Background: an optimization exercise with open tools, aiming at small area, a short achievable clock period and few clock cycles per item. Do not read the settings as production practice. The RTL was checked by simulation tests, not by an equivalence proof against the original design. No activity file was given, so power comes from the tool's default toggle rates.

==> flow/design.v (excerpt) <==
module greedy_first_fit_graph_coloring (
    input  logic                          clk,
    input  logic                          rst_n,
    input  logic                          item_valid,
    output logic                          item_ready,
    input  logic [gffc_pkg::MASK_W-1:0]   item_neighbor_mask,
    input  logic                          item_final_vertex,
    output logic                          result_valid,
    input  logic                          result_ready,
    output logic [gffc_pkg::IDX_W-1:0]    result_vertex_index,
    output logic [gffc_pkg::IDX_W-1:0]    result_assigned_color,
    output logic                          result_graph_done
);
For scale: about 84 I/O pins.
==> flow/config.mk <==
export PLATFORM = sky130hd
export DESIGN_NAME = greedy_first_fit_graph_coloring
export DESIGN_NICKNAME = greedy_first_fit_graph_coloring
export VERILOG_FILES = /design/flow/design.v
export SDC_FILE = /design/flow/constraint.sdc
export NUM_CORES = 4
export LEC_CHECK = 0
export CAP_MARGIN = 30
export CORE_MARGIN = 2
export CORE_UTILIZATION = 26
export SETUP_SLACK_MARGIN = 3
export SLEW_MARGIN = 30
==> flow/constraint.sdc <==
create_clock -name core_clock -period 6.0 [get_ports {clk}]
set_input_delay 1.2000 -clock core_clock [delete_from_list [all_inputs] [get_ports {clk}]]
set_output_delay 1.2000 -clock core_clock [all_outputs]
set_load 0.01 [all_outputs]
standard.sh (not shown) runs the stock make flow with config.mk's settings and CLKGATE_MAP_FILE= SYNTH_SCRIPT=/design/flow/synth_recipe.tcl, a recipe that flattens the netlist after the stock synthesis.
==> flow/flow/run.sh <==
#!/bin/bash
# The standard layout (the standard.sh: standard synthesis and ORFS steps,
# unchanged), with one difference: the buffers ORFS puts on the input and
# output ports are plain buffers (buf_4) instead of the delay cells that
# buffer_ports would otherwise pick.
set -euo pipefail
export BUFFER_PORTS_ARGS="-buffer_cell sky130_fd_sc_hd__buf_4"
bash standard.sh finish > standard_flow.log 2>&1
The starting point produced a clean layout.
Testbench counts at the start, summed over its fixed seeds: cycles 24,024, items 24,000.
==> next run, changes <==
==> flow/run.sh (new file) <==
#!/bin/bash
# synth_recipe.tcl (not shown) runs the flow's synth.tcl, then flattens the netlist and writes it again
# the make line also repeats each setting of config.mk as NAME=value (left out here)
make -C /OpenROAD-flow-scripts/flow DESIGN_CONFIG=/design/flow/config.mk WORK_HOME=/design/flow/orfs CLKGATE_MAP_FILE= SYNTH_SCRIPT=/design/flow/synth_recipe.tcl finish
CORE_UTILIZATION = 24   (was 26)
removed: flow/flow/run.sh
removed: flow/standard.sh
Wire length goes down by 2.3%.
Clock skew goes down by 0.0048 ns.
Setup slack loses 0.032 ns.
Clock power goes up by about 1%.
==> next run, changes <==
CORE_UTILIZATION = 27   (was 24)
Power rose by about 3%.
Worst setup slack is better by 0.018 ns.
Routed wire length rose by about 9%.
Combinational power barely changes.
Via count rose by 1.7%.
Sequential power barely changes.
Cell count fell by 2.2%.
Clock skew rose by 0.036 ns.


Setup of run 1:
Starting RTL as in the previous note.
export LEC_CHECK = 0
export CAP_MARGIN = 30
export CORE_MARGIN = 2
export CORE_UTILIZATION = 24
export SETUP_SLACK_MARGIN = 3.4
export SLEW_MARGIN = 30
create_clock -name core_clock -period 6.0 [get_ports {clk}]
==> flow/flow/run.sh <==
#!/bin/bash
# The standard layout (the standard.sh: standard synthesis and ORFS steps,
# unchanged), with one difference: the buffers ORFS puts on the input and
# output ports are plain buffers (buf_4) instead of the delay cells that
# buffer_ports would otherwise pick.
set -euo pipefail
export BUFFER_PORTS_ARGS="-buffer_cell sky130_fd_sc_hd__buf_4"
bash standard.sh finish > standard_flow.log 2>&1
Run 1 has completed all stages; timing, DRC and antenna checks passed.
Testbench counts of run 1, summed over its fixed seeds: cycles 24,024, items 24,000.
## Diff of input files: run 2 against run 1
==> flow/run.sh (new file) <==
#!/bin/bash
# synth_recipe.tcl (not shown) runs the flow's synth.tcl, then flattens the netlist and writes it again
# the make line also repeats each setting of config.mk as NAME=value (left out here)
make -C /OpenROAD-flow-scripts/flow DESIGN_CONFIG=/design/flow/config.mk WORK_HOME=/design/flow/orfs CLKGATE_MAP_FILE= SYNTH_SCRIPT=/design/flow/synth_recipe.tcl finish
removed: flow/flow/run.sh
removed: flow/standard.sh
==> run summary <==
Run 2 vs run 1 on fraction of power consumed by sequential logic: run 2 is the higher one. In run 2 the met2 layer usage reported by global route turned out 0.55 points higher than in run 1. Between run 2 and run 1, it is run 2 whose clock power is lower, by 5.5%. Changes observed in run 2 relative to run 1: multi-input combinational area share has remained practically unchanged, final wirelength has increased, worst setup slack has increased, post-layout instance count excluding filler cells has increased.


Starting RTL as in the previous note.
export LEC_CHECK = 0
export CAP_MARGIN = 30
export CORE_MARGIN = 2
export CORE_UTILIZATION = 27
export SETUP_SLACK_MARGIN = 3.4
export SLEW_MARGIN = 30
create_clock -name core_clock -period 6.0 [get_ports {clk}]
run.sh (not shown) runs the stock make flow with config.mk's settings and CLKGATE_MAP_FILE= SYNTH_SCRIPT=/design/flow/synth_recipe.tcl, a recipe that flattens the netlist after the stock synthesis.
Stock flow here: none of the scripts above is used.
Testbench counts at the start, summed over its fixed seeds: cycles 24,024, items 24,000.
Edit:
==> flow/flow/run.sh (new file) <==
#!/bin/bash
# The standard layout (the standard.sh: standard synthesis and ORFS steps,
# unchanged), with one difference: the buffers ORFS puts on the input and
# output ports are plain buffers (buf_4) instead of the delay cells that
# buffer_ports would otherwise pick.
set -euo pipefail
export BUFFER_PORTS_ARGS="-buffer_cell sky130_fd_sc_hd__buf_4"
bash standard.sh finish > standard_flow.log 2>&1
==> flow/standard.sh (new file) <==
#!/bin/bash
# synth_recipe.tcl (not shown) runs the flow's synth.tcl, then flattens the netlist and writes it again
# the make line also repeats each setting of config.mk as NAME=value (left out here)
make -C /OpenROAD-flow-scripts/flow DESIGN_CONFIG=/design/flow/config.mk WORK_HOME=/design/flow/orfs CLKGATE_MAP_FILE= SYNTH_SCRIPT=/design/flow/synth_recipe.tcl "${@:-finish}"
Settings changed: CORE_UTILIZATION 27 to 24, SETUP_SLACK_MARGIN 3.4 to 3.
removed: flow/run.sh
Outcome:
- cell area went down by 11%
- via count falls by 5.4%
- routed wire length came out lower by 7.1%
- first-iteration DRC count came out lower by 4.2%
- sequential power barely changes
- global-route usage drops by 7.7 points

-- afterwards: timing with drivers on the ports --
How much do the figures lean on ideal ports? The routed layouts below were timed once more, with nothing changed but the port constraints.
Step 1 sets driving cells, clkbuf_16 on the clock port and buf_2 on the other inputs (assumed; they add their load-dependent delay and slew).
Step 2 times the ports against the registers' clock, not the clock port: input delays grow and output delays shrink by t, the midpoint of the rising clock arrivals with the driver on.
a / b / c = no drivers / after step 1 / after step 2; a / b = the first two.
| run | t, ns | setup WS [ns] | latest minus earliest clock arrival (ns) |
|---|---|---|---|
| the first run of note 1 | 0.772 | 2.795 / 2.851 / 2.079 | 0.031 / 0.031 |
| the second run of note 1 | 0.748 | 2.763 / 2.815 / 2.067 | 0.027 / 0.028 |
| the third run of note 1 | 0.768 | 2.781 / 2.822 / 2.065 | 0.060 / 0.059 |
| run 1 | 0.787 | 3.028 / 3.028 / 2.335 | 0.096 / 0.096 |
| run 2 | 0.756 | 3.119 / 3.119 / 2.502 | 0.041 / 0.041 |
| the first run of note 3 | 0.788 | 3.112 / 3.112 / 2.493 | 0.080 / 0.080 |
| the second run of note 3 | 0.768 | 2.652 / 2.706 / 1.937 | 0.034 / 0.033 |
After both steps every run listed still meets setup and hold.
